From an optimization exercise on the open Yosys and OpenROAD flow, aimed at small area, a short achievable clock period and few clock cycles per item; shortcuts taken in it are not production practice. Only simulation tests tie the RTL to the original design; equivalence was not proved. Power and IR drop assume default switching activity.

main:
// serial_stick_command_decoder_top
module serial_stick_command_decoder_top (
  input  logic        clk,
  input  logic        rst,
  input  logic        cmd_valid,
  output logic        cmd_ready,
  input  logic        cmd_mode,
  input  logic [7:0]  cmd_rx_byte,
  input  logic [11:0] cmd_rc_pitch,
  input  logic [11:0] cmd_rc_roll,
  output logic        stick_valid,
  input  logic        stick_ready,
  output logic        stick_armed,
  output logic [14:0] stick_throttle,
  output logic [14:0] stick_pitch,
  output logic [14:0] stick_roll,
  output logic        stick_clear_store,
  output logic [3:0]  stick_directions,
  input  logic        psel,
  input  logic        penable,
  input  logic        pwrite,
  input  logic [3:0]  paddr,
  input  logic [31:0] pwdata,
  output logic [31:0] prdata,
  output logic        pready
);
export LEC_CHECK = 0
export CAP_MARGIN = 20
export CORE_MARGIN = 2
export CORE_UTILIZATION = 55
export SETUP_SLACK_MARGIN = 3.5
export SLEW_MARGIN = 20
create_clock -name core_clock -period 7.0 [get_ports {clk}]
standard.sh (not shown) runs the stock make flow with config.mk's settings and CLKGATE_MAP_FILE= SYNTH_SCRIPT=/design/flow/synth_recipe.tcl, a recipe that flattens the netlist after the stock synthesis.
==> flow/flow/run.sh <==
#!/bin/bash
# The standard layout, with every port buffered by the smallest plain
# buffer (the timing repair resizes the ones on critical paths) instead of
# the delay buffer buffer_ports picks by default.
set -euo pipefail
export BUFFER_PORTS_ARGS="-buffer_cell sky130_fd_sc_hd__buf_1"
bash standard.sh finish > standard_flow.log 2>&1
Testbench counts of main, summed over its fixed seeds: cycles 12,042, items 12,026.
The following lists how the feature branch was set up differently from main:
- a change of CORE_UTILIZATION from 55 to 65
- an added TNS_END_PERCENT of 5
- a change of SETUP_SLACK_MARGIN from 3.5 to 3.35
Notes after the runs:
The feature branch vs. main: arrival time at the worst endpoint went down by 1.51 ns. Final cell area: the feature branch below main. In the tables for main and the feature branch, worst setup slack reads higher with main. Diff main -> the feature branch: hold slack +0.0079 ns; buffers inserted during post-CTS setup optimization -7; total power -about 5%; final design utilization +8.8 points; last weighted congestion value of the routability-driven placer +0.63%.

* * *

== JK ==
Another version of the RTL of serial_stick_command_decoder_top (not shown whole).
For scale: roughly 160 I/O pins, roughly 0.013 sq mm of cells after synthesis.
Settings: LEC_CHECK=0, CAP_MARGIN=20, CORE_MARGIN=2, CORE_UTILIZATION=65, CTS_BUF_LIST=sky130_fd_sc_hd__clkbuf_8, SETUP_SLACK_MARGIN=3.1, SLEW_MARGIN=20; clock period 7.0 ns.
Scripts as last shown in full above: flow/flow/run.sh
JK ran to completion and came out clean on the timing, DRC and antenna checks.
Testbench counts of JK, summed over its fixed seeds: cycles 12,042, items 12,026.
Input changes introduced in MS (baseline for comparison: JK):
- CORE_UTILIZATION: 65 -> 55
- CTS_BUF_LIST: sky130_fd_sc_hd__clkbuf_8 -> unset
Findings:
- MS ended up with a lower global-route usage than JK did.
- Compared with JK, the detailed router inserted fewer vias in MS.
- MS: shortest clock period the worst path allows after layout lower than JK
- On MS: portion of total power attributed to combinational logic is 1.9 points lower than what JK gave.
- Buffers plus inverters on the worst setup path down 1 in MS wrt JK
- Footprint of the multi-input gates essentially unchanged between MS and JK.
- Non-clock buffer area fraction after layout was lower in MS than in JK.
- The post-cts resize count in MS sits 2 above the value recorded for JK.
- Highest clock frequency the design can meet up 0.0011 GHz in MS wrt JK
- Die area delta (MS − JK): unfavourable
Edits applied to the flow inputs when going from MS to AL:
- CTS_BUF_LIST now sky130_fd_sc_hd__clkbuf_8, previously not set
==> flow/run.sh (new file) <==
#!/bin/bash
# synth_recipe.tcl (not shown) runs the flow's synth.tcl, then flattens the netlist and writes it again
# the make line also repeats each setting of config.mk as NAME=value (left out here)
make -C /OpenROAD-flow-scripts/flow DESIGN_CONFIG=/design/flow/config.mk WORK_HOME=/design/flow/orfs CLKGATE_MAP_FILE= SYNTH_SCRIPT=/design/flow/synth_recipe.tcl finish
removed: flow/flow/run.sh
removed: flow/standard.sh
- MS: all stages complete, timing, DRC and antenna checks passed
- AL completed end to end with timing, DRC and antenna clean.
- When AL is measured against MS, its relative area of non-clock buffer cells in the final design turns out 4.7 points higher.
- When AL is measured against MS, its area growth from synthesis to final layout turns out 4.4 points higher.
- AL vs MS, critical path's slowest cell: sky130_fd_sc_hd__clkdlybuf4s15_1 vs sky130_fd_sc_hd__or4b_1
- Summary of AL over MS: critical path depth in cells -7; share of the clock period used by the worst path after layout +0.18 points.
For TR, these inputs were changed with respect to AL:
- a change of CORE_UTILIZATION from 55 to 40
- a deleted CTS_BUF_LIST that had been sky130_fd_sc_hd__clkbuf_8
- a change of SETUP_SLACK_MARGIN from 3.1 to 3.6
Findings:
TR gives less total global-route track usage than AL did. Result: PASS for each of AL and TR. Going from AL to TR, number of cells on the worst reg-to-reg path grows by 1. met3 usage in global routing of TR is on par with AL. TR vs. AL: delay of the slowest critical-path stage went up by 220 ps. Comparing the two runs side by side, TR comes out behind AL on overall routed net length. Compared with AL, TR has extra setup slack. Looking only at worst-case headroom to the max-slew limit, and setting everything else aside, the higher value of AL and TR goes to TR. TR vs AL: global-route wire length before repair up by more than 10%. Lower portion of total power attributed to the clock network was reported by AL, not TR. Compared with AL, routed wire length per instance in TR decreased by a few percent. For AL, the timing startpoint of the critical path was paddr[2], unlike TR, where it was sacc10[2].

* * *

Starting RTL as in the previous note.
export LEC_CHECK = 0
export CAP_MARGIN = 20
export CORE_MARGIN = 2
export CORE_UTILIZATION = 55
export SETUP_SLACK_MARGIN = 2.9
export SLEW_MARGIN = 20
create_clock -name core_clock -period 7.0 [get_ports {clk}]
==> flow/flow/run.sh <==
#!/bin/bash
# The standard layout, with every port buffered by the smallest plain
# buffer (the timing repair resizes the ones on critical paths) instead of
# the delay buffer buffer_ports picks by default.
set -euo pipefail
export BUFFER_PORTS_ARGS="-buffer_cell sky130_fd_sc_hd__buf_1"
bash standard.sh finish > standard_flow.log 2>&1
The baseline completed without violations.
Testbench counts at the start, summed over its fixed seeds: cycles 12,042, items 12,026.
Edit:
==> flow/run.sh (new file) <==
#!/bin/bash
# synth_recipe.tcl (not shown) runs the flow's synth.tcl, then flattens the netlist and writes it again
# the make line also repeats each setting of config.mk as NAME=value (left out here)
make -C /OpenROAD-flow-scripts/flow DESIGN_CONFIG=/design/flow/config.mk WORK_HOME=/design/flow/orfs CLKGATE_MAP_FILE= SYNTH_SCRIPT=/design/flow/synth_recipe.tcl finish
Settings changed: SETUP_SLACK_MARGIN 2.9 to 3.1.
removed: flow/flow/run.sh
removed: flow/standard.sh
- The changed run produced a clean layout
- final cell count rises by 1.0%
- via count rises by 1.6%
- clock power rises by about 1%
- worst setup slack improves by 0.073 ns
- clock skew falls by 0.0043 ns
- wire length rises by 2.8%
- power rises by 3.3%
- non-clock buffer count rises by 18

* * *

Setup of build 1:
Starting RTL as in the previous note.
Settings: LEC_CHECK=0, CAP_MARGIN=20, CORE_MARGIN=2, CORE_UTILIZATION=55, SETUP_SLACK_MARGIN=3.4, SLEW_MARGIN=20; clock period 7.0 ns.
==> flow/flow/run.sh <==
#!/bin/bash
# The standard layout, with every port buffered by the smallest plain
# buffer (the timing repair resizes the ones on critical paths) instead of
# the delay buffer buffer_ports picks by default.
set -euo pipefail
export BUFFER_PORTS_ARGS="-buffer_cell sky130_fd_sc_hd__buf_1"
bash standard.sh finish > standard_flow.log 2>&1
Build 1 was carried through to the last stage, and its layout satisfied the timing, DRC and antenna checks.
Testbench counts of build 1, summed over its fixed seeds: cycles 12,042, items 12,026.
The following lists how build 8 was set up differently from build 1:
-- flow/config.mk --
<<< build 1, line 10
export CORE_UTILIZATION = 55
export SETUP_SLACK_MARGIN = 3.4
export SLEW_MARGIN = 20
>>> build 8, line 10
export CORE_UTILIZATION = 55
export SETUP_SLACK_MARGIN = 3.1
export SLEW_MARGIN = 20
export TNS_END_PERCENT = 5
Setup slack in build 8 is smaller than in build 1.
[compare] base=build 1 new=build 8: tightest hold margin saw an increase; switching part of the total saw a decrease; cell area saw a decrease.

## afterwards: timing with drivers on the ports
How much do the figures lean on ideal ports? The routed layouts below were timed once more, with nothing changed but the port constraints. Step 1 (the two cells are an assumption about what drives the block):
set clk [get_ports {clk}]
set_driving_cell -lib_cell sky130_fd_sc_hd__clkbuf_16 $clk
set_driving_cell -lib_cell sky130_fd_sc_hd__buf_2 [delete_from_list [all_inputs] $clk]
Step 2 moves the port delays by t, midway between the first and last clock arrival at a register: inputs arrive t later, outputs are due t later. That takes back most of the time a late clock gives input paths. Three values: ideal, step 1, step 2; two values: the first two.
run	t, ns	setup slack, ns	clock arrival spread, ns	worst data-port slew with drivers (ns)
main	0.492	3.365 / 3.332 / 3.303	0.016 / 0.016	0.06
the feature branch	0.476	3.284 / 3.261 / 3.261	0.015 / 0.015	0.04
JK	0.520	3.129 / 3.129 / 3.129	0.017 / 0.017	0.04
MS	0.477	3.145 / 3.145 / 3.145	0.011 / 0.011	0.03
AL	0.510	3.132 / 3.102 / 3.004	0.017 / 0.017	0.07
TR	0.495	3.270 / 3.270 / 3.270	0.013 / 0.013	0.09
the first run of note 3	0.479	3.057 / 3.034 / 3.034	0.014 / 0.014	0.03
the second run of note 3	0.481	3.130 / 3.099 / 2.955	0.011 / 0.011	0.07
build 1	0.486	3.201 / 3.201 / 3.201	0.015 / 0.016	0.07
build 8	0.484	3.092 / 3.092 / 3.092	0.014 / 0.014	0.03
After both steps setup and hold are still met in every run listed. For the second run of note 3, which loses most, drivers alone change the setup slack by -0.031 ns; drivers and shift together by -0.175 ns.
